From an optimization exercise on the open Yosys and OpenROAD flow, aimed at small area; shortcuts taken in it are not production practice. At most, simulation tests tie the RTL to the original design; equivalence was not proved. Only the layout flow was run in runs 5 to 8; the RTL was not checked for function there. Power is estimated from default activity; no workload was simulated.

`design/flow/design.v`:
```
module fir_mac_serial (
  input  logic               clk,
  input  logic               reset,
  input  logic               in_valid_i,
  output logic               in_ready_o,
  input  logic signed [15:0] in_data_i,
  input  logic               coef_we_i,
  input  logic [3:0]         coef_addr_i,
  input  logic signed [15:0] coef_data_i,
  output logic               coef_err_o,
  output logic               out_valid_o,
  output logic signed [15:0] out_data_o,
  output logic               busy_o
);
  localparam logic [2:0] S_INIT = 3'd0, S_IDLE = 3'd1, S_PEND = 3'd2,
                         S_WAIT = 3'd3, S_COMP = 3'd4, S_OUTV = 3'd5;
  logic [2:0]   st;
  logic [7:0]   t;
  logic [3:0]   base, j;
  logic         cerr;
  logic [255:0] hq;
  logic [15:0]  xq [0:15];
  logic [20:0]  r;
  logic init, idle, pend, wait_s, comp, outv;
  assign init   = (st == S_INIT);
  assign idle   = (st == S_IDLE);
  assign pend   = (st == S_PEND);
  assign wait_s = (st == S_WAIT);
  assign comp   = (st == S_COMP);
  assign outv   = (st == S_OUTV);
  logic [7:0] t_n;
  assign t_n = t + 8'd1;
  logic wr_ph, wr, acc;
  assign wr_ph      = (t[7:4] == 4'hf) && (t[3:0] == coef_addr_i);
  assign in_ready_o = idle && (!coef_we_i || wr_ph);
  assign busy_o     = !in_ready_o;
  assign wr         = coef_we_i && in_ready_o;
  assign acc        = in_valid_i && in_ready_o;
  logic k15;
  assign k15 = (t_n[3:0] == base);
  logic hbit, neg, shift, cin, ins;
  logic [20:0] rm, add, sum;
  assign hbit  = hq[8'(9'd256 - {5'd0, base})];
  assign neg   = (j == 4'hf);
  assign shift = comp && k15 && !neg;
  assign cin   = comp && ((hbit && neg) || ((j == 4'he) && k15));
  assign rm    = (comp || pend) ? r : 21'd0;
  assign add   = idle ? {{5{in_data_i[15]}}, in_data_i} :
                 (comp && hbit) ? {{5{xq[0][15] ^ neg}}, xq[0] ^ {16{neg}}} : 21'd0;
  assign sum   = rm + add + {20'd0, cin};
  assign ins   = init || (pend && k15);
  always_ff @(posedge clk) begin
    for (int q = 0; q < 255; q++) hq[q] <= hq[q+1];
    for (int m = 0; m < 15; m++) if (wr) hq[16*m+15] <= coef_data_i[m];
    hq[255] <= wr ? coef_data_i[15] : init ? (t == 8'd0) : hq[0];
    for (int s = 0; s < 15; s++) xq[s] <= xq[s+1];
    xq[15] <= ins ? r[15:0] : xq[0];
    r <= shift ? {sum[20], sum[20:1]} : sum;
  end
  always_ff @(posedge clk or posedge reset) begin
    if (reset) begin
      st   <= S_INIT;
      t    <= 8'd0;
      base <= 4'd0;
      j    <= 4'd0;
      cerr <= 1'b0;
    end else begin
      t    <= t_n;
      cerr <= coef_we_i && !in_ready_o;
      if (comp && k15) j <= j + 4'd1;
      case (st)
        S_INIT: if (t == 8'hff) st <= S_IDLE;
        S_IDLE: if (acc) st <= S_PEND;
        S_PEND: if (k15) begin
          st   <= S_WAIT;
          base <= base - 4'd1;
        end
        S_WAIT: if (t_n == {4'd0, base}) st <= S_COMP;
        S_COMP: if (k15 && neg) st <= S_OUTV;
        default: st <= S_IDLE;
      endcase
    end
  end
  logic ovf;
  assign ovf         = !((&r[20:15]) || !(|r[20:15]));
  assign out_data_o  = ovf ? {r[20], {15{!r[20]}}} : r[15:0];
  assign out_valid_o = outv;
  assign coef_err_o  = cerr;
endmodule
module fir_q15 (
  input  logic               clk,
  input  logic               reset,
  input  logic               in_valid_i,
  output logic               in_ready_o,
  input  logic signed [15:0] in_data_i,
  input  logic               coef_we_i,
  input  logic [3:0]         coef_addr_i,
  input  logic signed [15:0] coef_data_i,
  output logic               coef_err_o,
  output logic               out_valid_o,
  output logic signed [15:0] out_data_o,
  output logic               busy_o
);
  fir_mac_serial u_fir (
    .clk(clk), .reset(reset),
    .in_valid_i(in_valid_i), .in_ready_o(in_ready_o), .in_data_i(in_data_i),
    .coef_we_i(coef_we_i), .coef_addr_i(coef_addr_i), .coef_data_i(coef_data_i),
    .coef_err_o(coef_err_o),
    .out_valid_o(out_valid_o), .out_data_o(out_data_o), .busy_o(busy_o)
  );
endmodule
```
`design/flow/run.sh`:
```
#!/bin/bash
# synth_recipe.tcl (not shown) runs the flow's synth.tcl, then flattens the netlist and writes it again
# the make line also repeats each setting of config.mk as NAME=value (left out here)
make -C /OpenROAD-flow-scripts/flow DESIGN_CONFIG=/design/flow/config.mk WORK_HOME=/design/flow/orfs CLKGATE_MAP_FILE= SYNTH_SCRIPT=/design/flow/synth_recipe.tcl finish
```
`design/flow/config.mk`:
```
export PLATFORM = sky130hd
export DESIGN_NAME = fir_q15
export DESIGN_NICKNAME = fir_q15
export VERILOG_FILES = /design/flow/design.v
export SDC_FILE = /design/flow/constraint.sdc
export NUM_CORES = 4
export LEC_CHECK = 0
export CAP_MARGIN = 20
export CORE_MARGIN = 2
export CORE_UTILIZATION = 40
export SLEW_MARGIN = 20
```
`design/flow/constraint.sdc`:
```
create_clock -name core_clock -period 10.0 [get_ports {clk}]
set_input_delay 2.0000 -clock core_clock [delete_from_list [all_inputs] [get_ports {clk}]]
set_output_delay 2.0000 -clock core_clock [all_outputs]
set_load 0.01 [all_outputs]
```
==> out/metrics.yaml, run 1 <==
run_status:
  outcome: "no timing/DRC/antenna violations"
clock_tree:
  clockBufferDepth: 3
  clkSlewWorstSetupHoldPaths_ps: 60
  cts-resized-gates: 0
  cts_root_buf: "clkbuf_16"
  hold_buffers: 0
  cts_tree: "built"
  clock_latency_ps: 560
  numCtsBuffers: 51
  htreeDepth: 2
  cts_setup_buffers: 0
  cts_sinks: 553
yosys:
  synth-xor-area-share: 0.0333
  ys_warn_count: 2
  synth_ff_type: "dfxtp_1"
  synthCells: 970
  synth_cell_types: 55
  synth_compound_area_frac: 0.0471
  syn-num-nets: 1036
  avgSynthCellArea_um2: 14.7
  synth-seq-cells: 553
  synth.mux.area_fraction: 0.0506
  synth_edf_count: 0
  ys_seq_area_frac: 0.786
  syn_area_um2: 14200
  synthSimpleGateAreaFrac: 0.0473
  async_flop_share: 0.0362
  synth_top_family_by_area: "multiplexers"
  synthAdderAreaFrac: 0.0239
grt:
  use_met1: 0.164
  grt_pass1_vias: 6542
  grt_use_met3: 0.0307
  grtUsageMet2: 0.171
  grt_pass1_wl_um: 34100
  top_usage_layer: "met2"
  antenna_found_initial: 1
  grt_max_degree: 24
  grt_overflow: 0
  grt.total_usage: 0.118
route:
  ant_nets: 0
  drtIter0Drc: 242
  vias: 6738
  dr.pass1.iters: 4
  drc_errors: 0
  wirelength_um: 20900
  wl_per_cell_um: 13.3
  routed_via_density: 4.29
cells_and_area:
  mostFrequentLayoutCells: "dfxtp_1, clkdlybuf4s50_1, clkbuf_16"
  syn2layout_area_growth_pct: 20.6
  diodes: 0
  stdcell_count: 1570
  layout_commonest_cell: "dfxtp_1"
  final_nets: 1134
  nFillCells: 3027
  drive_above_1_share: 0.0956
timing:
  tightest_slew_ps: 894
  hold_viol: 0
  skew_ps: 19.5
  finalCriticalPeriod_ps: 5840
  fmax_ghz: 0.171
  setup_tns_ps: 0
  period_share: 0.584
  finalMaxSlewViolations: 0
  finalSetupViolations: 0
  relSlewSlack: 0.403
  rsz0062_at_grt: "no"
die:
  die-width_um: 193
  die-area_um2: 37100
  coreArea_um2: 35300
  num_rows: 69
  die-height_um: 193
  start_util: 0.403
  io_pins: 60
critical_path:
  crit_required_ps: 10450
  cp.arrival_ps: 6290
  rr_endpoint: "u_fir.r[14]"
  timing.rr.start: "u_fir.base[0]"
  cp_max_fo: 16
  rr_worst_depth: 20
  startpoint_type: "flip-flop"
  path_class: "flip-flop to flip-flop"
  ff2ff_setup_slack_ps: 4160
  cp-end-kind: "flip-flop"
placement:
  post-place-cells: 1476
  port_buffers: 59
  hpwl_um: 13100
  gp_congestion: 0.779
power:
  p_leak_nw: 7.21
  p_per_area_nw_per_um2: 348
  power_mw: 5.96
  ir_drop_uv: 166
job:
  drv_cap: 0
min_path:
  min_from: "u_fir.hq[126]"
  hold_depth: 0
  min_to: "u_fir.hq[125]"
  hp-class: "flip-flop to flip-flop"
worst max path at each step:
| stage | slack, ps | to | start |
|---|---|---|---|
| after floorplan | 5380 | in_ready_o | coef_addr_i[1] |
| after global placement | 4240 | in_ready_o | coef_addr_i[2] |
| after detailed placement | 4080 | u_fir.r[14] | u_fir.base[0] |
| after CTS | 4060 | u_fir.r[14] | u_fir.base[0] |
| after global routing | 3640 | u_fir.r[16] | u_fir.base[0] |
| final | 4160 | u_fir.r[14] | u_fir.base[0] |
critical path, stage by stage, from the launching register on:
cell and delay, ps:
dfrtp_1 590, inv_1 170, ha_1 640, mux4_2 560
nand2_1 80, o311a_1 150, a22o_1 160, o21ai_1 100
nand2_1 570, o21ai_1 200, fa_1 500, inv_1 90
fa_1 200, nor2b_1 60, o31a_1 270, o41ai_1 420
o21ai_1 220, a21o_1 210, a21oi_1 160, xnor2_1 100
mux2_2 270
where the power goes:
group	switching, mW	internal (mW)
clock	0.794	1.24
sequential	0.200	2.76
combinational	0.488	0.480
stage by stage:
stage | cell area, µm² | hold slack (ps) | util | setup WS (ps)
2_1_floorplan | 14200 | 310 | - | 5380
3_3_place_gp | 15300 | 310 | 0.434 | 4240
5_1_grt | 17100 | 325 | 0.485 | 3640
3_5_place_dp | 15300 | 312 | 0.434 | 4080
6_report | 17100 | 315 | 0.485 | 4160
4_1_cts | 17100 | 321 | 0.485 | 4060
synth_stat cells (all sizes together) (18+ instances only):
cell type	count	area, µm²
dfxtp	533	10700
xor2	28	245
mux2	49	552
and2	22	138
dfrtp	20	500
a21o	23	173
nand2	47	179
a21oi	18	90.1
o21ai	32	160
xnor2	26	228
ha	24	300
nor2	26	105
kinds of logic after synthesis:
logic type                 after synthesis
DFF                                    553
and+or+nand+nor                        136
AOI/OAI and AO/OA                      103
muxes                                   62
xor gates and xnor gates                54
buffers and inverters                   36
adders and majority gates               26
routing by layer:
layer	up-vias	routed length, µm
met5	-	13
li1	3412	-
met1	3170	10700
met3	56	760
met2	98	8740
met4	2	743
flip-flops by register name (all words and copies together) (netlist names):
name	count
u_fir.st	3
u_fir.j	4
u_fir.cerr	1
u_fir.r	21
u_fir.base	4
u_fir.xq	256
u_fir.hq	256
u_fir.t	8
area by class of cell:
class | count | area (µm²) | share of cell area
Sequential cell | 553 | 11200 | 0.652
Timing Repair Buffer | 64 | 628 | 0.0366
Clock buffer | 67 | 1450 | 0.0844
Tap cell | 461 | 577 | 0.0336
Multi-Input combinational cell | 381 | 2870 | 0.168
Inverter | 17 | 63.8 | 0.00372
Clock inverter | 27 | 382 | 0.0223
==> run 2, diff against run 1 <==
--- a/design/flow/config.mk
+++ b/design/flow/config.mk
@@ -9,3 +9,4 @@
 export CORE_MARGIN = 2
 export CORE_UTILIZATION = 40
+export CTS_BUF_LIST = sky130_fd_sc_hd__clkbuf_4
 export SLEW_MARGIN = 20
==> run 2 against run 1 <==
Compared with the run above:
- combinational power is essentially flat
- sequential power is essentially flat
- critical path depth is the same
- synthesized cell count is the same
- first-iteration DRC count shrank 22%
- highest routed layer unchanged
- count of clock-buffer cells in the layout grew 129
==> out/metrics.yaml, run 2 <==
run_status:
  outcome: "no timing/DRC/antenna violations"
critical_path:
  ff2ff_setup_slack_ps: 4160
  crit_required_ps: 10660
  cp_max_fo: 16
  cp-end-kind: "flip-flop"
  path_cells: "inv_1 > ha_1 > mux4_2 > nand2_1 > o311a_1 > a22o_1 > o21ai_1 > nand2_1 > o21ai_1 > fa_1 > inv_1 > fa_1 > nor2b_1 > o31a_1 > o41ai_1 > o21ai_1 > a21o_1 > a21oi_1 > xnor2_1 > mux2_2"
  rr_worst_depth: 20
  path_class: "flip-flop to flip-flop"
  max_stage_delay_ps: 630
  crit_path_frequent_cell: "o21ai_1"
  cp.arrival_ps: 6500
  timing.rr.start: "u_fir.base[0]"
  startpoint_type: "flip-flop"
  rr_endpoint: "u_fir.r[14]"
  slowest_stage: "ha_1"
timing:
  rsz0062_at_grt: "no"
  setup_tns_ps: 0
  fmax_ghz: 0.171
  hold_viol: 0
  hold_slack_ps: 305
  period_share: 0.584
  tightest_slew_ps: 937
  finalCriticalPeriod_ps: 5840
  finalMaxSlewViolations: 0
  skew_ps: 32.7
  relSlewSlack: 0.374
  finalSetupViolations: 0
yosys:
  synth_edf_count: 0
  synth.area.top_cells: "dfxtp_1, mux2_1, dfrtp_1"
  synth_cell_types: 55
  ys_seq_area_frac: 0.786
  ys_warn_count: 2
  syn-num-nets: 1036
  synth-seq-cells: 553
  ys_top_cells_by_count: "dfxtp_1, nand2_1, mux2_1"
  async_flop_share: 0.0362
  yosysTopAreaCell: "dfxtp_1"
  synth_ff_type: "dfxtp_1"
  avgSynthCellArea_um2: 14.7
  netlist.area_leader.share: 0.751
  syn_area_um2: 14200
  synthCells: 970
  yosysMostFrequentCell: "dfxtp_1"
cells_and_area:
  drive_above_1_share: 0.186
  layout_commonest_cell: "dfxtp_1"
  multi_input_area_um2: 2870
  post-route-util: 0.486
  syn2layout_area_growth_pct: 20.7
  final_nets: 1219
  largestRegisters: "u_fir.hq: 256 flops, u_fir.xq: 256 flops, u_fir.r: 21 flops"
  final_area_um2: 17200
  ff_latch_area_um2: 11200
  mostFrequentLayoutCells: "dfxtp_1, clkbuf_4, clkdlybuf4s50_1"
  nFillCells: 3139
route:
  wirelength_um: 21500
  dr.pass1.iters: 4
  drtIter0Drc: 188
  ant_nets: 0
  vias: 7253
  routed_via_density: 4.22
  drc_errors: 0
  wl_per_cell_um: 12.5
clock_tree:
  hold_buffers: 0
  cts-resized-gates: 0
  numCtsBuffers: 136
  cts_sinks: 553
  htreeDepth: 4
  clockBufferDepth: 3
  cts_root_buf: "clkbuf_4"
  clock_latency_ps: 790
  cts_setup_buffers: 0
  cts_tree: "built"
  clkSlewWorstSetupHoldPaths_ps: 70
min_path:
  min_to: "u_fir.hq[179]"
  hp-class: "flip-flop to flip-flop"
  min_from: "u_fir.hq[180]"
  hold_depth: 0
die:
  start_util: 0.403
  coreArea_um2: 35300
  die-width_um: 193
  die-area_um2: 37100
  die-height_um: 193
  num_rows: 69
  io_pins: 60
job:
  drv_cap: 0
grt:
  grt_max_degree: 24
  antenna_found_initial: 2
  grt.total_usage: 0.124
  grt_pass1_vias: 7448
  grt_overflow: 0
  grt_pass1_wl_um: 35400
power:
  p_per_area_nw_per_um2: 340
  ir_drop_uv: 157
  p_leak_nw: 7.39
  power_mw: 5.83
placement:
  gp_congestion: 0.779
  place_area_um2: 15300
  hpwl_um: 13100
  port_buffers: 59
==> run 2: changes by cell type in the layout (fill, tap and decap cells not counted), sizes merged <==
cell | before | now
clkinvlp | 3 | 2
inv | 22 | 21
clkinv | 11 | 32
diode | 0 | 1
clkbuf | 67 | 196
bufinv | 8 | 7
==> run 2: how the worst max path moves through the flow <==
| stage | to | startpoint | slack, ps |
|---|---|---|---|
| 6_report | u_fir.r[14] | u_fir.base[0] | 4160 |
| 5_1_grt | u_fir.r[14] | u_fir.base[0] | 3660 |
| 4_1_cts | u_fir.r[14] | u_fir.base[0] | 4050 |
| 3_5_place_dp | u_fir.r[14] | u_fir.base[0] | 4080 |
| 3_3_place_gp | in_ready_o | coef_addr_i[2] | 4240 |
| 2_1_floorplan | in_ready_o | coef_addr_i[1] | 5380 |
==> run 2: critical path, delay by kind of cell, from the launching register on <==
kind / cells / cell delay [ps]
XOR/XNOR: 1 / 100
AND/OR/NAND/NOR: 3 / 700
multiplexers: 2 / 830
buffers and inverters: 2 / 250
AO/OA/AOI/OAI: 9 / 1890
adder cells (fa/ha/maj): 3 / 1320
flip-flops: 1 / 580
==> run 2: metal layers <==
metal,share of wire,vias up,global-route usage
met2,0.43,125,0.178
li1,-,3670,-
met4,0.028,2,0.0740
met3,0.047,41,0.0522
met5,0.00060,-,0
met1,0.49,3415,0.156
==> run 2: layout make-up <==
cell class | instances | area share
diodes | 1 | 0.000146
clock inverters | 45 | 0.0217
flip-flops and latches | 553 | 0.651
repair buffers | 64 | 0.0366
inverters | 17 | 0.00372
clock buffers | 196 | 0.0858
well taps | 461 | 0.0336
multi-input cells | 381 | 0.167
==> run 2: power breakdown <==
group	switching (mW)	internal, mW
Combinational	0.491	0.481
Sequential	0.197	2.76
Clock	0.814	1.09
Total	1.50	4.33
==> run 2: kinds of logic after synthesis <==
kind of cell	count (synthesis)	share of synthesized area
buffers and inverters	36	0.0119
adder cells (fa/ha/maj)	26	0.0239
XOR/XNOR	54	0.0333
AO/OA/AOI/OAI	103	0.0471
AND/OR/NAND/NOR	136	0.0473
flip-flops	553	0.786
multiplexers	62	0.0506
==> run 2: through the flow <==
| stage | setup WS [ps] | std cells |
|---|---|---|
| final | 4160 | 1718 |
| after floorplan | 5380 | 970 |
| after global placement | 4240 | 1476 |
| after CTS | 4050 | 1717 |
| after detailed placement | 4080 | 1476 |
| after global routing | 3660 | 1718 |
==> run 3, diff against run 2 <==
--- a/design/flow/config.mk
+++ b/design/flow/config.mk
@@ -8,5 +8,7 @@
 export CAP_MARGIN = 20
 export CORE_MARGIN = 2
-export CORE_UTILIZATION = 40
-export CTS_BUF_LIST = sky130_fd_sc_hd__clkbuf_4
+export CORE_UTILIZATION = 70
+export CTS_BUF_LIST = sky130_fd_sc_hd__clkbuf_16
+export CTS_CLUSTER_DIAMETER = 60
+export CTS_CLUSTER_SIZE = 30
 export SLEW_MARGIN = 20
==> run 3 against run 2 <==
Compared with the run above:
- area after synthesis did not move
- global-route usage increased by 9.5 points
- sequential share of layout area is 5.0 points higher
- clock power is 35% lower
- non-clock buffer count shrank 1
- clock skew down 7.0 ps
- wire length rose by 6.0%
- highest routed layer is now met4
- critical path depth did not move
==> out/metrics.yaml, run 3 <==
min_path:
  hp-class: "flip-flop to flip-flop"
  hold_depth: 0
route:
  wl_per_cell_um: 17.2
  drc_errors: 0
  ant_nets: 0
  wirelength_um: 22800
  dr.pass1.iters: 4
  drtIter0Drc: 267
  vias: 6656
  routed_via_density: 5.03
clock_tree:
  cts_tree: "built"
  cts_setup_buffers: 0
  hold_buffers: 0
  numCtsBuffers: 25
  cts_root_buf: "clkbuf_16"
  cts_sinks: 553
  clkSlewWorstSetupHoldPaths_ps: 100
  clock_latency_ps: 560
  cts-resized-gates: 0
  clockBufferDepth: 3
  htreeDepth: 1
critical_path:
  cp-end-kind: "flip-flop"
  rr_worst_depth: 20
  cp.arrival_ps: 6290
  cp_max_fo: 16
  path_class: "flip-flop to flip-flop"
  crit_required_ps: 10450
  startpoint_type: "flip-flop"
placement:
  port_buffers: 59
  place_area_um2: 15100
  dpl_worst_slack_ps: 4280
  gp_congestion: 0.878
  hpwl_um: 12900
timing:
  relSlewSlack: 0.381
  hold_slack_ps: 316
  hold_viol: 0
  period_share: 0.584
  tightest_slew_ps: 929
  skew_ps: 25.7
  finalCriticalPeriod_ps: 5840
  fmax_ghz: 0.171
  rsz0062_at_grt: "no"
  timing.final.ws_setup_ps: 4160
  setup_tns_ps: 0
  finalSetupViolations: 0
  finalMaxSlewViolations: 0
grt:
  antenna_found_initial: 1
  grt_max_degree: 32
  grt_pass1_wl_um: 37100
  grt.total_usage: 0.220
  grt_overflow: 0
  grt_pass1_vias: 7127
run_status:
  outcome: "no timing/DRC/antenna violations"
yosys:
  ys_top_cells_by_count: "dfxtp_1, nand2_1, mux2_1"
  synth.mux.area_fraction: 0.0506
  avgSynthCellArea_um2: 14.7
  synth-seq-cells: 553
  netlist.area_leader.share: 0.751
  ys_warn_count: 2
  ys_seq_area_frac: 0.786
  synth.area.top_cells: "dfxtp_1, mux2_1, dfrtp_1"
  synth-xor-area-share: 0.0333
  synthSimpleGateAreaFrac: 0.0473
  async_flop_share: 0.0362
  yosysTopAreaCell: "dfxtp_1"
  synth_top_family_by_area: "multiplexers"
  synthCells: 970
  syn-num-nets: 1036
  synth_edf_count: 0
  syn_area_um2: 14200
  yosysMostFrequentCell: "dfxtp_1"
  synth_cell_types: 55
  synthAdderAreaFrac: 0.0239
  synth_ff_type: "dfxtp_1"
  synth_compound_area_frac: 0.0471
power:
  ir_drop_uv: 237
  p_per_area_nw_per_um2: 327
  p_leak_nw: 6.72
cells_and_area:
  final_nets: 1107
  post-route-util: 0.792
  largestRegisters: "u_fir.hq: 256 flops, u_fir.xq: 256 flops, u_fir.r: 21 flops"
  drive_above_1_share: 0.0513
  layout_commonest_cell: "dfxtp_1"
  mostFrequentLayoutCells: "dfxtp_1, clkdlybuf4s50_1, nand2_1"
  syn2layout_area_growth_pct: 12.1
  final_area_um2: 15900
die:
  die-width_um: 146
  coreArea_um2: 20100
  die-height_um: 146
  start_util: 0.707
  num_rows: 52
  die-area_um2: 21500
  io_pins: 60
job:
  drv_cap: 0
[run 3: cell type report]
type / instances / area, µm²
fillers: 1065 / 4180
inverters: 17 / 63.8
multi-input cells: 381 / 2880
diodes: 1 / 2.50
clock buffers: 25 / 626
repair buffers: 63 / 621
flip-flops and latches: 553 / 11200
clock inverters: 14 / 228
well taps: 270 / 338
[run 3: final timing paths]
kind	from	end	slack (ps)
hold / removal	u_fir.xq[2][6]	u_fir.xq[1][6]	320
hold reg to reg	u_fir.xq[2][6]	u_fir.xq[1][6]	320
max in group asynchronous	reset	u_fir.j[1]	7640
setup reg to reg	u_fir.base[0]	u_fir.r[14]	4160
min in group asynchronous	reset	u_fir.cerr	1870
setup / recovery	u_fir.base[0]	u_fir.r[14]	4160
[run 3: logic make-up (layout without fill, tap and decap cells)]
logic type      count (synthesis)  in the layout
flops                         553            553
buf+inv                        36            119
mux                            62             62
other cells                     0              1
simple gates                  136            136
xor+xnor                       54             54
fa+ha+maj                      26             26
compound gates                103            103
[run 3: power by group]
| part | internal, mW | switching (mW) | total [mW] |
|---|---|---|---|
| registers | 2.76 | 0.240 | 3.00 |
| clock network | 0.560 | 0.685 | 1.24 |
| logic | 0.478 | 0.486 | 0.965 |
| total | 3.80 | 1.41 | 5.21 |
[run 3: worst max-delay path: stages, from the launching register on]
cell     delay [ps]
dfrtp_1         580
inv_1           160
ha_1            630
mux4_2          560
nand2_1          80
o311a_1         160
a22o_1          160
o21ai_1         100
nand2_1         490
o21ai_1         220
fa_1            490
inv_1            80
fa_1            200
nor2b_1          60
o31a_1          260
o41ai_1         410
o21ai_1         210
a21o_1          210
a21oi_1         200
xnor2_1         140
mux2_2          290
[run 3: metrics by stage]
step | std cells | total power [mW]
floorplan | 970 | 3.54
global placement | 1284 | 3.95
detailed placement | 1284 | 3.98
CTS | 1323 | 5.25
global route | 1323 | 5.45
finish | 1324 | 5.21
[run 3: per-layer routing]
metal	vias to the layer above	track usage	routed length (µm)
li1	3325	-	-
met1	3189	0.298	10600
met2	101	0.375	11000
met3	41	0.0328	690
met4	0	0.0587	507
met5	-	0	0
==> run 4, diff against run 3 <==
==> design/flow/config.mk (replaced) <==
export PLATFORM = sky130hd
export DESIGN_NAME = fir_q15
export DESIGN_NICKNAME = fir_q15
export VERILOG_FILES = /design/flow/design.v
export SDC_FILE = /design/flow/constraint.sdc
export NUM_CORES = 4
export LEC_CHECK = 0
export ABC_AREA = 1
export CAP_MARGIN = 20
export CORE_MARGIN = 2
export CORE_UTILIZATION = 60
export CTS_BUF_LIST = sky130_fd_sc_hd__clkbuf_8
export CTS_CLUSTER_DIAMETER = 60
export CTS_CLUSTER_SIZE = 15
export SLEW_MARGIN = 20
==> run 4 against run 3 <==
Compared with the run above:
- sequential share of layout area fell by 0.88 points
- non-clock buffer count decreased by 3
- clock skew grew 4.6 ps
- critical path depth fell by 14
- highest routed layer unchanged
==> out/metrics.yaml, run 4 <==
yosys:
  syn-num-nets: 1264
  ys_warn_count: 2
  ys_top_cells_by_count: "dfxtp_1, nand2_1, inv_1"
  ys_seq_area_frac: 0.770
  synth-seq-cells: 553
  yosysTopAreaCell: "dfxtp_1"
  synth_compound_area_frac: 0.0477
  synth_ff_type: "dfxtp_1"
  synthSimpleGateAreaFrac: 0.0998
  syn_area_um2: 14500
  synth_edf_count: 0
  synthCells: 1198
  yosysMostFrequentCell: "dfxtp_1"
  netlist.area_leader.share: 0.735
  synth_top_family_by_area: "simple AND/OR/NAND/NOR gates"
  synth.area.top_cells: "dfxtp_1, nand2_1, dfrtp_1"
  synth.mux.area_fraction: 0.00276
  async_flop_share: 0.0362
  avgSynthCellArea_um2: 12.1
  synth-xor-area-share: 0.0254
  synth_cell_types: 43
  synthAdderAreaFrac: 0.0235
power:
  p_int_mw: 3.80
  switching_power_mw: 1.42
  p_comb_frac: 0.163
  p_per_area_nw_per_um2: 323
  ir_drop_uv: 255
  p_leak_nw: 6.91
  seqPwrFrac: 0.627
  p_clk_frac: 0.210
  switching_share: 0.272
grt:
  antenna_found_initial: 0
  grt_max_degree: 33
  grt_pass1_vias: 7366
  grt_overflow: 0
  grt_pass1_wl_um: 36900
  grt.total_usage: 0.181
route:
  drc_errors: 0
  dr.pass1.iters: 5
  wl_per_cell_um: 14.1
  drtIter0Drc: 416
  wl_met3_um: 759
  routed_via_density: 4.72
  dr_wl_met2_um: 9620
  wirelength_um: 22700
  wl_met1_um: 11800
  vias: 7598
  ant_nets: 0
  top_layer: "met4"
critical_path:
  crit_required_ps: 8000
  rr_worst_depth: 19
  timing.rr.start: "u_fir.base[0]"
  cp.arrival_ps: 3990
  startpoint_type: "input port"
  path_class: "input port to primary output"
  rr_endpoint: "u_fir.r[20]"
  ff2ff_setup_slack_ps: 5070
  cp_max_fo: 19
  cp-end-kind: "primary output"
clock_tree:
  cts_setup_buffers: 0
  numCtsBuffers: 45
  clockBufferDepth: 3
  cts_tree: "built"
  hold_buffers: 0
  clock_latency_ps: 590
  cts-resized-gates: 0
  clkSlewWorstSetupHoldPaths_ps: 100
  cts_sinks: 553
  htreeDepth: 2
  cts_root_buf: "clkbuf_8"
timing:
  skew_ps: 30.3
  setup_tns_ps: 0
  relSlewSlack: 0.304
  tightest_slew_ps: 1040
  finalCriticalPeriod_ps: 5990
  fmax_ghz: 0.167
  finalMaxSlewViolations: 0
  hold_viol: 0
  period_share: 0.599
  finalSetupViolations: 0
  rsz0062_at_grt: "no"
min_path:
  min_from: "u_fir.xq[4][15]"
  hp-class: "flip-flop to flip-flop"
  min_to: "u_fir.xq[3][15]"
  hold_depth: 0
cells_and_area:
  final_nets: 1346
  syn2layout_area_growth_pct: 11.2
  drive_above_1_share: 0.0604
  largestRegisters: "u_fir.hq: 256 flops, u_fir.xq: 256 flops, u_fir.r: 21 flops"
  layout_commonest_cell: "dfxtp_1"
  mostFrequentLayoutCells: "dfxtp_1, nand2_1, inv_1"
  final_area_um2: 16100
  nFillCells: 1815
  diodes: 0
  post-route-util: 0.683
placement:
  port_buffers: 59
  hpwl_um: 15200
  place_area_um2: 15400
  gp_congestion: 0.863
die:
  die-area_um2: 25400
  num_rows: 56
  start_util: 0.615
  die-width_um: 160
  io_pins: 60
  die-height_um: 160
  coreArea_um2: 23600
run_status:
  outcome: "no timing/DRC/antenna violations"
job:
  drv_cap: 0
[run 4: changes by cell type after synthesis, moves of 14 or more]
cell / change
nor2_1: +43
mux2_1: -45
xnor2_1: -17
nand2_1: +115
a21o_1: -18
and2_1: -21
nand3_1: +61
o21ai_0: +48
o21ai_1: -14
inv_1: +66
a21oi_1: +22
[run 4: kinds of logic (layout without fill, tap and decap cells)]
family          Yosys count  after routing
flops                   553            553
simple gates            335            335
compound gates          126            126
buf+inv                 112            206
xor+xnor                 42             42
fa+ha+maj                26             26
mux                       4              4
[run 4: power groups by stage]
stage / Combinational (mW) / Sequential [mW] / Clock [mW]
2_1_floorplan: 0.582 / 3.22 / 0
3_3_place_gp: 0.847 / 3.30 / 0
3_5_place_dp: 0.853 / 3.32 / 0
4_1_cts: 0.860 / 3.29 / 1.13
5_1_grt: 0.959 / 3.36 / 1.21
6_report: 0.851 / 3.27 / 1.09
[run 4: worst max-delay path, cell delays in order]
cell and delay (ps):
clkdlybuf4s50_1 420, xor2_1 150, nor4_1 350, nor2_1 120, nor2_4 330, clkdlybuf4s50_1 610
[run 4: per-stage QoR]
stage	cells	hold slack, ps	worst slack, ps	total power [mW]
6_report	1611	313	4010	5.22
5_1_grt	1611	318	3860	5.53
4_1_cts	1611	320	4010	5.28
3_5_place_dp	1552	312	4020	4.18
3_3_place_gp	1552	310	4070	4.14
2_1_floorplan	1198	310	4970	3.80
[run 4: area by class of cell]
class	instances	area [µm²]	area share
clock buffer	46	633	0.0393
clock inverter	13	109	0.00675
inverter	87	327	0.0202
multi-input combinational	533	2890	0.179
sequential	553	11200	0.693
tap	319	399	0.0247
timing repair buffer	60	598	0.0371
[run 4: metal layers]
layer  GRT usage  vias up
li1            -     3957
met1       0.266     3490
met2       0.273      102
met3      0.0349       49
met4      0.0607        0
met5           0        -
[run 4: how the worst max path moves through the flow]
stage	from	to	slack (ps)	depth (start not counted)
4_1_cts	coef_addr_i[2]	in_ready_o	4010	6
2_1_floorplan	coef_addr_i[2]	busy_o	4970	6
3_3_place_gp	coef_addr_i[0]	in_ready_o	4070	7
3_5_place_dp	coef_addr_i[2]	in_ready_o	4020	6
6_report	coef_addr_i[2]	in_ready_o	4010	6
5_1_grt	coef_addr_i[2]	in_ready_o	3860	6
==> run 5, diff against run 4 <==
--- a/design/flow/design.v
+++ b/design/flow/design.v
@@ -14,13 +14,14 @@
 );
   localparam logic [2:0] S_INIT = 3'd0, S_IDLE = 3'd1, S_PEND = 3'd2,
-                         S_WAIT = 3'd3, S_COMP = 3'd4, S_OUTV = 3'd5;
+                         S_WAIT = 3'd3, S_COMP = 3'd4, S_NEG = 3'd5,
+                         S_OUTV = 3'd6;
   logic [2:0]   st;
   logic [7:0]   t;
-  logic [3:0]   base, j;
+  logic [3:0]   base;
   logic         cerr;
   logic [255:0] hq;
   logic [15:0]  xq [0:15];
   logic [20:0]  r;
-  logic init, idle, pend, wait_s, comp, outv;
+  logic init, idle, pend, wait_s, comp, neg, outv;
   assign init   = (st == S_INIT);
   assign idle   = (st == S_IDLE);
@@ -28,4 +29,5 @@
   assign wait_s = (st == S_WAIT);
   assign comp   = (st == S_COMP);
+  assign neg    = (st == S_NEG);
   assign outv   = (st == S_OUTV);
   logic [7:0] t_n;
@@ -37,15 +39,16 @@
   assign wr         = coef_we_i && in_ready_o;
   assign acc        = in_valid_i && in_ready_o;
-  logic k15;
+  logic k15, hi0, hif;
   assign k15 = (t_n[3:0] == base);
-  logic hbit, neg, shift, cin, ins;
+  assign hi0 = (t_n[7:4] == 4'h0);
+  assign hif = (t_n[7:4] == 4'hf);
+  logic hbit, shift, cin, ins;
   logic [20:0] rm, add, sum;
   assign hbit  = hq[8'(9'd256 - {5'd0, base})];
-  assign neg   = (j == 4'hf);
-  assign shift = comp && k15 && !neg;
-  assign cin   = comp && ((hbit && neg) || ((j == 4'he) && k15));
-  assign rm    = (comp || pend) ? r : 21'd0;
+  assign shift = comp && k15;
+  assign cin   = (neg && hbit) || (comp && k15 && hif);
+  assign rm    = (comp || neg || pend) ? r : 21'd0;
   assign add   = idle ? {{5{in_data_i[15]}}, in_data_i} :
-                 (comp && hbit) ? {{5{xq[0][15] ^ neg}}, xq[0] ^ {16{neg}}} : 21'd0;
+                 ((comp || neg) && hbit) ? {{5{xq[0][15] ^ neg}}, xq[0] ^ {16{neg}}} : 21'd0;
   assign sum   = rm + add + {20'd0, cin};
   assign ins   = init || (pend && k15);
@@ -63,10 +66,8 @@
       t    <= 8'd0;
       base <= 4'd0;
-      j    <= 4'd0;
       cerr <= 1'b0;
     end else begin
       t    <= t_n;
       cerr <= coef_we_i && !in_ready_o;
-      if (comp && k15) j <= j + 4'd1;
       case (st)
         S_INIT: if (t == 8'hff) st <= S_IDLE;
@@ -76,6 +77,7 @@
           base <= base - 4'd1;
         end
-        S_WAIT: if (t_n == {4'd0, base}) st <= S_COMP;
-        S_COMP: if (k15 && neg) st <= S_OUTV;
+        S_WAIT: if (k15 && hi0) st <= S_COMP;
+        S_COMP: if (k15 && hif) st <= S_NEG;
+        S_NEG:  if (k15) st <= S_OUTV;
         default: st <= S_IDLE;
       endcase
--- a/design/flow/config.mk
+++ b/design/flow/config.mk
@@ -6,10 +6,9 @@
 export NUM_CORES = 4
 export LEC_CHECK = 0
-export ABC_AREA = 1
 export CAP_MARGIN = 20
 export CORE_MARGIN = 2
 export CORE_UTILIZATION = 60
 export CTS_BUF_LIST = sky130_fd_sc_hd__clkbuf_8
-export CTS_CLUSTER_DIAMETER = 60
-export CTS_CLUSTER_SIZE = 15
+export CTS_CLUSTER_DIAMETER = 100
+export CTS_CLUSTER_SIZE = 16
 export SLEW_MARGIN = 20
==> run 5 against run 4 <==
Compared with the run above:
- still clean on timing, DRC and antenna
- worst hold slack improved by 5.8 ps
- critical path depth increased by 13
- total power decreased by 39%
- area after synthesis decreased by 2.8%
- first-iteration DRC count decreased by 19%
- count of clock-buffer cells in the layout decreased by 6
- critical path type is now flip-flop to flip-flop
- largest cell class unchanged
- largest power group unchanged
- highest routed layer unchanged
==> out/metrics.yaml, run 5 <==
timing:
  tightest_slew_ps: 885
  finalCriticalPeriod_ps: 5980
  hold_viol: 0
  finalMaxSlewViolations: 0
  finalSetupViolations: 0
  period_share: 0.598
  relSlewSlack: 0.409
  setup_tns_ps: 0
  fmax_ghz: 0.167
  rsz0062_at_grt: "no"
  skew_ps: 26.8
route:
  dr.pass1.iters: 4
  wirelength_um: 19100
  drtIter0Drc: 335
  routed_via_density: 4.72
  wl_per_cell_um: 14.0
  drc_errors: 0
  ant_nets: 0
  vias: 6465
yosys:
  synthCells: 964
  synth_cell_types: 55
  netlist.area_leader.share: 0.756
  ys_seq_area_frac: 0.785
  synth.area.top_cells: "dfxtp_1, mux2_2, dfrtp_1"
  synth_edf_count: 0
  avgSynthCellArea_um2: 14.6
  synth_ff_type: "dfxtp_1"
  ys_warn_count: 2
  ys_top_cells_by_count: "dfxtp_1, mux2_2, nand2_1"
  yosysMostFrequentCell: "dfxtp_1"
  syn_area_um2: 14100
  synth-seq-cells: 549
  syn-num-nets: 1028
  async_flop_share: 0.0291
  yosysTopAreaCell: "dfxtp_1"
clock_tree:
  cts_setup_buffers: 0
  htreeDepth: 2
  clkSlewWorstSetupHoldPaths_ps: 110
  cts_root_buf: "clkbuf_8"
  clock_latency_ps: 560
  hold_buffers: 0
  numCtsBuffers: 40
  cts-resized-gates: 0
  cts_tree: "built"
  cts_sinks: 549
  clockBufferDepth: 3
cells_and_area:
  largestRegisters: "u_fir.hq: 256 flops, u_fir.xq: 256 flops, u_fir.r: 21 flops"
  post-route-util: 0.670
  drive_above_1_share: 0.104
  mostFrequentLayoutCells: "dfxtp_1, clkdlybuf4s50_1, mux2_2"
  diodes: 0
  layout_commonest_cell: "dfxtp_1"
  syn2layout_area_growth_pct: 10.5
  final_nets: 1110
min_path:
  hp-class: "flip-flop to flip-flop"
  min_from: "u_fir.hq[1]"
die:
  die-area_um2: 24800
  start_util: 0.607
  die-width_um: 157
  coreArea_um2: 23300
  num_rows: 56
  die-height_um: 157
  io_pins: 60
placement:
  hpwl_um: 11900
  port_buffers: 59
  gp_congestion: 0.841
job:
  drv_cap: 0
grt:
  grt_pass1_wl_um: 31100
  grt.total_usage: 0.158
  grt_overflow: 0
  antenna_found_initial: 0
  grt_pass1_vias: 6273
  grt_max_degree: 22
power:
  ir_drop_uv: 165
  p_per_area_nw_per_um2: 204
  p_leak_nw: 6.41
critical_path:
  crit_start: "u_fir.base[0]"
  cp_max_fo: 17
  cp.arrival_ps: 6440
  crit_required_ps: 10450
  path_class: "flip-flop to flip-flop"
  cp-end-kind: "flip-flop"
  ff2ff_setup_slack_ps: 4020
  startpoint_type: "flip-flop"
  timing.rr.start: "u_fir.base[0]"
run_status:
  outcome: "no timing/DRC/antenna violations"
run 5: worst paths after layout:
kind,endpoint,cells past startpoint
hold / removal,u_fir.hq[0],0
max in group asynchronous,u_fir.base[2],2
setup reg to reg,u_fir.r[19],19
setup / recovery,u_fir.r[19],19
hold reg to reg,u_fir.hq[0],0
min in group asynchronous,u_fir.cerr,2
run 5: cell families after synthesis:
kind of cell	share of synthesized area
multiplexers	0.0522
adder cells (fa/ha/maj)	0.0223
flip-flops	0.785
XOR/XNOR	0.0323
AND/OR/NAND/NOR	0.0504
AO/OA/AOI/OAI	0.0450
buffers and inverters	0.0131
run 5: area by class of cell:
type                            count  area (µm²)
Timing Repair Buffer               64         628
Clock buffer                       40         551
Inverter                           10        37.5
Fill cell                        1739        7670
Clock inverter                      6        43.8
Multi-Input combinational cell    381        2860
Tap cell                          319         399
Sequential cell                   549       11100
run 5: stage by stage:
stage / hold slack [ps] / cell area (µm²) / setup WS [ps] / power, mW / cells
after floorplan: 310 / 14100 / 5110 / 2.24 / 964
after global placement: 310 / 15000 / 4090 / 2.26 / 1323
after CTS: 321 / 15600 / 4010 / 3.23 / 1369
after global routing: 321 / 15600 / 3660 / 3.31 / 1369
after detailed placement: 312 / 15000 / 4070 / 2.26 / 1323
final: 318 / 15600 / 4020 / 3.18 / 1369
run 5: layer usage:
metal / GRT usage / wire, µm
met1: 0.229 / 9770
met2: 0.237 / 8050
met3: 0.0394 / 924
met4: 0.0489 / 382
met5: 0 / 0
run 5: power breakdown:
group          total [mW]  switching (mW)  internal (mW)
clock network       0.978           0.609          0.369
logic              0.0192         0.00464         0.0146
registers            2.19       0.0000428           2.19
run 5: worst max-delay path: stages, from the launching register on:
cell       delay, ps
dfrtp_1          510
inv_1            210
ha_1             600
mux2_1           210
o22ai_1           80
a2111oi_0        400
or3_1            210
nand3_1          500
nor2_1           260
a21oi_1           80
fa_1             470
fa_1             430
nor2b_1          150
o31a_1           180
o31a_1           170
o21ai_0          220
or3_2            540
a41o_1           230
xor2_1           150
mux2_4           250
==> run 6, diff against run 5 <==
--- a/design/flow/config.mk
+++ b/design/flow/config.mk
@@ -9,6 +9,6 @@
 export CORE_MARGIN = 2
 export CORE_UTILIZATION = 60
-export CTS_BUF_LIST = sky130_fd_sc_hd__clkbuf_8
-export CTS_CLUSTER_DIAMETER = 100
-export CTS_CLUSTER_SIZE = 16
+export CTS_BUF_LIST = sky130_fd_sc_hd__clkbuf_8 sky130_fd_sc_hd__clkbuf_16
+export CTS_CLUSTER_DIAMETER = 80
+export CTS_CLUSTER_SIZE = 18
 export SLEW_MARGIN = 20
==> run 6 against run 5 <==
Compared with the run above:
- first-iteration DRC count fell by 5.4%
- register-to-register slack barely moved
- cell area rose by 2.4%
- critical path depth did not move
- critical endpoint unchanged
- count of clock-buffer cells in the layout fell by 4
- largest power group unchanged
- worst hold slack got worse by 11 ps
- still clean on timing, DRC and antenna
==> out/metrics.yaml, run 6 <==
clock_tree:
  cts_sinks: 549
  clkSlewWorstSetupHoldPaths_ps: 80
  htreeDepth: 2
  clockBufferDepth: 3
  numCtsBuffers: 36
  clock_latency_ps: 530
  cts_root_buf: "clkbuf_16"
  hold_buffers: 0
  cts_setup_buffers: 0
  cts-resized-gates: 0
  cts_tree: "built"
route:
  ant_nets: 0
  vias: 6478
  wirelength_um: 19400
  drc_errors: 0
  wl_per_cell_um: 14.2
  routed_via_density: 4.74
  drtIter0Drc: 317
  dr.pass1.iters: 4
placement:
  port_buffers: 59
  place_area_um2: 15000
  gp_congestion: 0.841
  dpl_worst_slack_ps: 4070
  post-place-cells: 1323
  hpwl_um: 11900
grt:
  top_usage_layer: "met2"
  grt_pass1_wl_um: 31400
  grt_use_met3: 0.0385
  grtUsageMet2: 0.243
  grt.total_usage: 0.161
  antenna_found_initial: 0
  grt_overflow: 0
  grt_pass1_vias: 6320
  use_met1: 0.232
  grt_max_degree: 22
cells_and_area:
  drive_above_1_share: 0.101
  largestRegisters: "u_fir.hq: 256 flops, u_fir.xq: 256 flops, u_fir.r: 21 flops"
  diodes: 0
  post-route-util: 0.686
  stdcell_count: 1366
  final_nets: 1106
  nFillCells: 1696
  syn2layout_area_growth_pct: 13.2
  mostFrequentLayoutCells: "dfxtp_1, clkdlybuf4s50_1, mux2_2"
  final_area_um2: 16000
  layout_commonest_cell: "dfxtp_1"
die:
  die-width_um: 157
  num_rows: 56
  io_pins: 60
  die-area_um2: 24800
  die-height_um: 157
  start_util: 0.607
  coreArea_um2: 23300
yosys:
  synth_top_family_by_area: "multiplexers"
  syn-num-nets: 1028
  netlist.area_leader.share: 0.756
  async_flop_share: 0.0291
  ys_warn_count: 2
  synth_ff_type: "dfxtp_1"
  synthCells: 964
  synth_edf_count: 0
  synthSimpleGateAreaFrac: 0.0504
  ys_seq_area_frac: 0.785
  avgSynthCellArea_um2: 14.6
  synth.mux.area_fraction: 0.0522
  synthAdderAreaFrac: 0.0223
  synth-seq-cells: 549
  yosysMostFrequentCell: "dfxtp_1"
  synth.area.top_cells: "dfxtp_1, mux2_2, dfrtp_1"
  synth_compound_area_frac: 0.0450
  synth_cell_types: 55
  syn_area_um2: 14100
  ys_top_cells_by_count: "dfxtp_1, mux2_2, nand2_1"
  yosysTopAreaCell: "dfxtp_1"
  synth-xor-area-share: 0.0323
critical_path:
  rr_endpoint: "u_fir.r[19]"
  cp-end-kind: "flip-flop"
  path_cells: "inv_1 > ha_1 > mux2_1 > o22ai_1 > a2111oi_0 > or3_1 > nand3_1 > nor2_1 > a21oi_1 > fa_1 > fa_1 > nor2b_1 > o31a_1 > o31a_1 > o21ai_0 > or3_2 > a41o_1 > xor2_1 > mux2_4"
  timing.rr.start: "u_fir.base[0]"
  cp_max_fo: 17
  cp.arrival_ps: 6390
  crit_start: "u_fir.base[0]"
  max_stage_delay_ps: 590
  slowest_stage: "ha_1"
  crit_family: "simple AND/OR/NAND/NOR gates"
  crit_required_ps: 10420
  crit_buf_inv: 1
  startpoint_type: "flip-flop"
  path_class: "flip-flop to flip-flop"
  rr_worst_depth: 19
  ff2ff_setup_slack_ps: 4020
timing:
  setup_tns_ps: 0
  tightest_slew_ps: 902
  timing.final.ws_setup_ps: 4020
  relSlewSlack: 0.397
  rsz0062_at_grt: "no"
  finalCriticalPeriod_ps: 5980
  fmax_ghz: 0.167
  hold_slack_ps: 307
  skew_ps: 21.4
  finalSetupViolations: 0
  finalMaxSlewViolations: 0
  period_share: 0.598
  hold_viol: 0
job:
  drv_cap: 0
min_path:
  hp-class: "flip-flop to flip-flop"
  hold_depth: 0
  min_to: "u_fir.hq[0]"
  min_from: "u_fir.hq[1]"
power:
  p_clk_frac: 0.374
  p_comb_frac: 0.005
  seqPwrFrac: 0.620
  switching_power_mw: 0.668
  p_int_mw: 2.85
  switching_share: 0.190
  ir_drop_uv: 184
  power_mw: 3.52
  p_per_area_nw_per_um2: 221
  p_leak_nw: 6.58
run_status:
  outcome: "no timing/DRC/antenna violations"
[run 6: cell count changes in the layout (fill, tap and decap cells not counted), sizes merged]
| cell | change |
|---|---|
| clkbuf | -4 |
| inv | +2 |
| clkinvlp | -1 |
[run 6: logic make-up after synthesis]
group	Yosys count
flip-flops	549
AND/OR/NAND/NOR	141
AO/OA/AOI/OAI	103
multiplexers	61
XOR/XNOR	52
buffers and inverters	34
adder cells (fa/ha/maj)	24
[run 6: per-layer routing]
metal  share of wire  routed length, µm
met5               0                  0
met3           0.046                898
met1            0.51               9930
met4           0.014                271
met2            0.43               8290
[run 6: worst register-to-register path: stages (launching register included)]
cell,delay [ps]
dfrtp_1,500
inv_1,200
ha_1,600
mux2_1,220
o22ai_1,90
a2111oi_0,410
or3_1,210
nand3_1,500
nor2_1,270
a21oi_1,80
fa_1,470
fa_1,430
nor2b_1,150
o31a_1,180
o31a_1,170
o21ai_0,220
or3_2,540
a41o_1,230
xor2_1,150
mux2_4,250
[run 6: worst max-delay path by stage]
stage	end	slack [ps]	cells after the start
4_1_cts	u_fir.r[19]	4020	19
3_3_place_gp	u_fir.r[19]	4090	19
2_1_floorplan	u_fir.r[19]	5110	21
3_5_place_dp	u_fir.r[19]	4070	19
6_report	u_fir.r[19]	4020	19
5_1_grt	u_fir.r[19]	3650	19
[run 6: layout make-up]
cell class	instances	area (µm²)	share of cell area
multi-input cells	381	2860	0.179
clock inverters	7	67.6	0.00423
inverters	10	37.5	0.00235
well taps	319	399	0.0250
flip-flops and latches	549	11100	0.693
repair buffers	64	628	0.0393
clock buffers	36	901	0.0564
[run 6: power groups by stage]
stage               Clock [mW]  Combinational, mW  Sequential, mW
floorplan                    0            0.00249            2.24
global placement             0             0.0195            2.24
detailed placement           0             0.0195            2.24
CTS                       1.36             0.0197            2.19
global route              1.45             0.0207            2.18
finish                    1.32             0.0192            2.19
==> run 7, diff against run 6 <==
--- a/design/flow/design.v
+++ b/design/flow/design.v
@@ -51,5 +51,10 @@
   assign add   = idle ? {{5{in_data_i[15]}}, in_data_i} :
                  ((comp || neg) && hbit) ? {{5{xq[0][15] ^ neg}}, xq[0] ^ {16{neg}}} : 21'd0;
-  assign sum   = rm + add + {20'd0, cin};
+  logic [21:0] cy;
+  assign cy[0] = cin;
+  for (genvar b = 0; b < 21; b++) begin : g_add
+    assign sum[b]  = rm[b] ^ add[b] ^ cy[b];
+    assign cy[b+1] = (rm[b] & add[b]) | (rm[b] & cy[b]) | (add[b] & cy[b]);
+  end
   assign ins   = init || (pend && k15);
   always_ff @(posedge clk) begin
--- a/design/flow/config.mk
+++ b/design/flow/config.mk
@@ -9,6 +9,6 @@
 export CORE_MARGIN = 2
 export CORE_UTILIZATION = 60
-export CTS_BUF_LIST = sky130_fd_sc_hd__clkbuf_8 sky130_fd_sc_hd__clkbuf_16
-export CTS_CLUSTER_DIAMETER = 80
-export CTS_CLUSTER_SIZE = 18
+export CTS_BUF_LIST = sky130_fd_sc_hd__clkbuf_8
+export CTS_CLUSTER_DIAMETER = 100
+export CTS_CLUSTER_SIZE = 16
 export SLEW_MARGIN = 20
==> run 7 against run 6 <==
Compared with the run above:
- clock skew grew 7.5 ps
- area after synthesis shrank 2.6%
- sequential share of layout area grew 2.2 points
- largest power group unchanged
- maximum frequency shrank 41%
- now fails the layout checks on setup timing
==> out/metrics.yaml, run 7 <==
route:
  wirelength_um: 19400
  dr.pass1.iters: 4
  wl_per_cell_um: 15.0
  drc_errors: 0
  ant_nets: 0
  drtIter0Drc: 303
  vias: 6238
  routed_via_density: 4.83
timing:
  tightest_slew_ps: 779
  period_share: 1.01
  setup_tns_ps: -50.0
  timing.final.ws_setup_ps: -50.0
  hold_slack_ps: 322
  finalSetupViolations: 1
  skew_ps: 28.9
  rsz0062_at_grt: "yes"
  hold_viol: 0
  fmax_ghz: 0.0995
  relSlewSlack: 0.480
  finalCriticalPeriod_ps: 10050
  finalMaxSlewViolations: 0
job:
  drv_cap: 0
yosys:
  syn_area_um2: 13700
  netlist.area_leader.share: 0.776
  synth_ff_type: "dfxtp_1"
  yosysMostFrequentCell: "dfxtp_1"
  ys_seq_area_frac: 0.805
  synthCells: 907
  synth_edf_count: 0
  ys_top_cells_by_count: "dfxtp_1, nand2_1, xnor2_1"
  yosysTopAreaCell: "dfxtp_1"
  avgSynthCellArea_um2: 15.2
  syn-num-nets: 970
  ys_warn_count: 2
  async_flop_share: 0.0291
  synth-seq-cells: 549
  synth_cell_types: 55
  synth.area.top_cells: "dfxtp_1, dfrtp_1, fa_1"
grt:
  grt_pass1_vias: 6453
  grt_max_degree: 32
  grt_overflow: 0
  grt.total_usage: 0.165
  antenna_found_initial: 0
  grt_pass1_wl_um: 32100
cells_and_area:
  final_nets: 1064
  syn2layout_area_growth_pct: 12.6
  largestRegisters: "u_fir.hq: 256 flops, u_fir.xq: 256 flops, u_fir.r: 21 flops"
  layout_commonest_cell: "dfxtp_1"
  post-route-util: 0.686
  diodes: 0
  mostFrequentLayoutCells: "dfxtp_1, clkdlybuf4s50_1, nand2_1, clkbuf_8"
  drive_above_1_share: 0.147
critical_path:
  crit_family: "adder cells"
  crit_path_frequent_cell: "fa_2"
  path_class: "flip-flop to flip-flop"
  cp_max_fo: 6
  crit_required_ps: 10470
  cp-end-kind: "flip-flop"
  max_stage_delay_ps: 410
  slowest_stage: "fa_2"
  rr_worst_depth: 33
  startpoint_type: "flip-flop"
  cp.arrival_ps: 10520
  crit_buf_inv: 3
  timing.rr.start: "u_fir.base[0]"
  rr_endpoint: "u_fir.r[19]"
  ff2ff_setup_slack_ps: -50
power:
  p_leak_nw: 6.13
  ir_drop_uv: 171
  power_mw: 3.20
  p_per_area_nw_per_um2: 207
placement:
  dpl_worst_slack_ps: -685
  hpwl_um: 11800
  port_buffers: 59
  gp_congestion: 0.824
clock_tree:
  cts_sinks: 549
  cts_root_buf: "clkbuf_8"
  hold_buffers: 0
  numCtsBuffers: 40
  clkSlewWorstSetupHoldPaths_ps: 110
  cts_tree: "built"
  clockBufferDepth: 3
  clock_latency_ps: 570
  htreeDepth: 2
die:
  die-width_um: 155
  die-area_um2: 24100
  num_rows: 55
  io_pins: 60
  die-height_um: 155
  coreArea_um2: 22600
  start_util: 0.609
min_path:
  hp-class: "flip-flop to flip-flop"
  min_to: "u_fir.hq[204]"
  hold_depth: 0
  min_from: "u_fir.hq[205]"
run_status:
  outcome: "failed layout checks"
  violations: "setup timing"
-- run 7: through the flow --
| step | instance area, µm² | instances |
|---|---|---|
| 6_report | 15500 | 1291 |
| 5_1_grt | 15500 | 1291 |
| 4_1_cts | 15400 | 1287 |
| 3_5_place_dp | 14800 | 1238 |
| 3_3_place_gp | 14800 | 1238 |
| 2_1_floorplan | 13800 | 907 |
-- run 7: how the worst max path moves through the flow --
| stage | start | endpoint | slack [ps] | cells past startpoint |
|---|---|---|---|---|
| 2_1_floorplan | u_fir.base[0] | u_fir.r[19] | 6 | 34 |
| 3_3_place_gp | in_data_i[0] | u_fir.r[19] | -540 | 26 |
| 3_5_place_dp | in_data_i[0] | u_fir.r[19] | -690 | 26 |
| 4_1_cts | u_fir.base[1] | u_fir.r[19] | -40 | 32 |
| 5_1_grt | u_fir.base[0] | u_fir.r[19] | -410 | 33 |
| 6_report | u_fir.base[0] | u_fir.r[19] | -50 | 33 |
-- run 7: cells by family (layout without fill, tap and decap cells) --
kind of cell    count (synthesis)  count (layout)  synth area share
mux                            46              46            0.0437
buf+inv                        55             154            0.0177
xor+xnor                       41              41            0.0267
compound gates                 77              77            0.0330
flops                         549             549             0.805
fa+ha+maj                      23              23            0.0319
simple gates                  116             116            0.0417
-- run 7: timing repair --
action                     CTS  global route
resized for setup            8            10
cloned                       0             0
pin swaps                    5             3
setup endpoints to repair    1             3
setup buffers                2             4
-- run 7: final cells by class --
type	count	area, µm²
flip-flops and latches	549	11100
fillers	1578	7090
multi-input cells	303	2580
repair buffers	80	756
clock buffers	40	551
well taps	285	357
inverters	27	101
clock inverters	7	67.6
-- run 7: metal layers --
metal | wire length [µm] | global-route usage | share of wire
met1 | 9340 | 0.234 | 0.48
met2 | 8580 | 0.253 | 0.44
met3 | 850 | 0.0348 | 0.044
met4 | 582 | 0.0647 | 0.030
met5 | 0 | 0 | 0
-- run 7: report_power, final --
group	total [mW]	switching, mW	internal [mW]
clock network	0.993	0.619	0.374
registers	2.19	0.0000395	2.19
logic	0.0198	0.00513	0.0147
total	3.20	0.624	2.57
==> run 8, diff against run 7 <==
==> design/flow/flow/run.sh (new file) <==
#!/bin/bash
# The standard layout, with the port buffers made from the smallest buffer cell.
set -euo pipefail
export BUFFER_PORTS_ARGS="-buffer_cell sky130_fd_sc_hd__buf_1"
bash standard.sh > standard.log 2>&1
==> design/flow/standard.sh (new file) <==
#!/bin/bash
# synth_recipe.tcl (not shown) runs the flow's synth.tcl, then flattens the netlist and writes it again
# the make line also repeats each setting of config.mk as NAME=value (left out here)
make -C /OpenROAD-flow-scripts/flow DESIGN_CONFIG=/design/flow/config.mk WORK_HOME=/design/flow/orfs CLKGATE_MAP_FILE= SYNTH_SCRIPT=/design/flow/synth_recipe.tcl "${@:-finish}"
removed: design/flow/run.sh
==> run 8 against run 7 <==
Compared with the run above:
- still fails the layout checks on setup timing
- non-clock buffer count is 1 lower
- flip-flop and latch count did not move
- via count down 0.99%
- area after synthesis is the same
- synthesized cell count did not move
- die area is the same
- highest routed layer unchanged
- largest power group unchanged
==> out/metrics.yaml, run 8 <==
yosys:
  synth_ff_type: "dfxtp_1"
  synth.area.top_cells: "dfxtp_1, dfrtp_1, fa_1"
  ys_top_cells_by_count: "dfxtp_1, nand2_1, xnor2_1"
  synth_cell_types: 55
  syn-num-nets: 970
  synth-seq-cells: 549
  ys_seq_area_frac: 0.805
  synthCells: 907
  netlist.area_leader.share: 0.776
  avgSynthCellArea_um2: 15.2
  yosysTopAreaCell: "dfxtp_1"
  syn_area_um2: 13700
  yosysMostFrequentCell: "dfxtp_1"
  synth_edf_count: 0
  ys_warn_count: 2
  async_flop_share: 0.0291
power:
  p_leak_nw: 5.94
  p_per_area_nw_per_um2: 212
  ir_drop_uv: 175
timing:
  hold_viol: 0
  timing.final.ws_setup_ps: -5.76
  skew_ps: 27.0
  tightest_slew_ps: 745
  finalCriticalPeriod_ps: 10010
  rsz0062_at_grt: "yes"
  finalMaxSlewViolations: 0
  period_share: 1.00
  relSlewSlack: 0.503
  fmax_ghz: 0.0999
  finalSetupViolations: 1
  hold_slack_ps: 317
critical_path:
  path_class: "flip-flop to flip-flop"
  cp_max_fo: 8
  rr_worst_depth: 32
  crit_path_frequent_cell: "fa_2"
  ff2ff_setup_slack_ps: -6
  slowest_stage: "fa_2"
  cp-end-kind: "flip-flop"
  max_stage_delay_ps: 410
  rr_endpoint: "u_fir.r[19]"
  cp.arrival_ps: 10460
  crit_required_ps: 10460
  timing.rr.start: "u_fir.base[0]"
  startpoint_type: "flip-flop"
route:
  dr.pass1.iters: 5
  drtIter0Drc: 401
  routed_via_density: 4.79
  wirelength_um: 19000
  vias: 6176
  wl_per_cell_um: 14.7
  ant_nets: 0
  drc_errors: 0
clock_tree:
  htreeDepth: 2
  numCtsBuffers: 40
  clkSlewWorstSetupHoldPaths_ps: 100
  clockBufferDepth: 3
  cts_sinks: 549
  cts_tree: "built"
  cts_root_buf: "clkbuf_8"
  clock_latency_ps: 570
cells_and_area:
  layout_commonest_cell: "dfxtp_1"
  drive_above_1_share: 0.144
  stdcell_count: 1290
  final_area_um2: 15100
  diodes: 0
  syn2layout_area_growth_pct: 9.69
  mostFrequentLayoutCells: "dfxtp_1, buf_1, nand2_1, clkbuf_8"
  final_nets: 1063
  largestRegisters: "u_fir.hq: 256 flops, u_fir.xq: 256 flops, u_fir.r: 21 flops"
die:
  die-area_um2: 24100
  io_pins: 60
  die-width_um: 155
  die-height_um: 155
  start_util: 0.609
  coreArea_um2: 22600
  num_rows: 55
grt:
  grt_pass1_wl_um: 31600
  grt_pass1_vias: 6347
  antenna_found_initial: 0
  grt_overflow: 0
  grt.total_usage: 0.163
  grt_max_degree: 32
job:
  drv_cap: 0
placement:
  hpwl_um: 11600
  gp_congestion: 0.816
  post-place-cells: 1237
  place_area_um2: 14400
  port_buffers: 59
min_path:
  min_to: "u_fir.xq[2][4]"
  min_from: "u_fir.xq[3][4]"
  hp-class: "flip-flop to flip-flop"
  hold_depth: 0
run_status:
  violations: "setup timing"
  outcome: "failed layout checks"
-- run 8: power by group --
part	switching [mW]	total (mW)	internal [mW]
clock	0.624	0.998	0.374
combinational	0.00526	0.00986	0.00459
sequential	0.0000380	2.19	2.19
total	0.629	3.19	2.56
-- run 8: layout make-up --
class	instances	area, µm²
Clock buffer	40	551
Timing Repair Buffer	79	375
Tap cell	285	357
Fill cell	1647	7490
Inverter	27	101
Multi-Input combinational cell	303	2560
Sequential cell	549	11100
Clock inverter	7	67.6
-- run 8: worst max-delay path, delay by kind of cell (launching register included) --
kind / cells / cell delay (ps)
AO/OA/AOI/OAI: 4 / 940
adder cells (fa/ha/maj): 21 / 7560
AND/OR/NAND/NOR: 1 / 100
flip-flops: 1 / 370
multiplexers: 2 / 540
XOR/XNOR: 2 / 300
buffers and inverters: 2 / 100
-- run 8: worst max-delay path by stage --
| stage | cells after the start | to | slack [ps] | startpoint |
|---|---|---|---|---|
| after global placement | 26 | u_fir.r[19] | -220 | in_data_i[0] |
| final | 32 | u_fir.r[19] | -6 | u_fir.base[0] |
| after floorplan | 34 | u_fir.r[19] | 6 | u_fir.base[0] |
| after detailed placement | 26 | u_fir.r[19] | -290 | in_data_i[0] |
| after global routing | 32 | u_fir.r[19] | -300 | u_fir.base[1] |
| after CTS | 32 | u_fir.r[19] | -60 | u_fir.base[0] |
-- run 8: what timing repair did --
action / in CTS / in global routing
endpoints found under the setup margin: 1 / 3
hold buffers: 0 / 0
buffers inserted: 0 / 6
gates resized for setup: 3 / 9
pin swaps: 0 / 3
cloned: 0 / 0
-- run 8: cells by family after synthesis --
logic type,Yosys count,share of synthesized area
mux,46,0.0437
xor+xnor,41,0.0267
flops,549,0.805
fa+ha+maj,23,0.0319
simple gates,116,0.0417
buf+inv,55,0.0177
compound gates,77,0.0330
-- run 8: stage by stage --
step | util | setup slack, ps | setup TNS, ps | power [mW]
floorplan | - | 5.61 | 0 | 2.24
global placement | 0.637 | -225 | -301 | 2.25
detailed placement | 0.637 | -292 | -483 | 2.25
CTS | 0.665 | -57.0 | -57.0 | 3.23
global route | 0.668 | -295 | -626 | 3.32
finish | 0.668 | -5.76 | -5.76 | 3.19
-- run 8: metal layers --
layer / global-route usage / wire length [µm] / vias to the layer above
met1: 0.232 / 9410 / 2942
met4: 0.0625 / 512 / 0
met5: 0 / 0 / -
li1: - / - / 3070
met2: 0.246 / 8240 / 120
met3: 0.0382 / 856 / 44

[separate check: timing with driven ports]
The results above use ideal ports. As a check the final layouts listed here were re-extracted and re-timed, cells and wires unchanged. Step 1 (the two cells are an assumption about what drives the block):
set clk [get_ports {clk}]
set_driving_cell -lib_cell sky130_fd_sc_hd__clkbuf_16 $clk
set_driving_cell -lib_cell sky130_fd_sc_hd__buf_2 [delete_from_list [all_inputs] $clk]
Step 2 adds t to the input delays and takes it off the output delays; t is the mean of the earliest and latest rising clock arrival at the registers after step 1. Input paths then give back, and output paths get back, about the clock's delay inside the block. Slacks: no drivers / after step 1 / after step 2; pairs: no drivers / after step 1.
| run | t, ns | slack for setup (ns) | worst setup path at the end |
|---|---|---|---|
| run 1 | 0.601 | 4.161 / 4.161 / 4.161 | register to register |
| run 2 | 0.812 | 4.162 / 4.162 / 4.162 | register to register |
| run 3 | 0.593 | 4.158 / 4.158 / 4.158 | register to register |
| run 4 | 0.620 | 4.015 / 3.994 / 3.994 | input to output |
| run 5 | 0.585 | 4.017 / 4.017 / 4.017 | register to register |
| run 6 | 0.570 | 4.025 / 4.025 / 4.025 | register to register |
| run 7 | 0.593 | -0.050 / -0.050 / -0.610 | input to register |
| run 8 | 0.595 | -0.006 / -0.006 / -0.200 | input to register |
The setup slack of run 7, which loses most, moves by 0.000 ns with the drivers and by -0.560 ns with both steps.
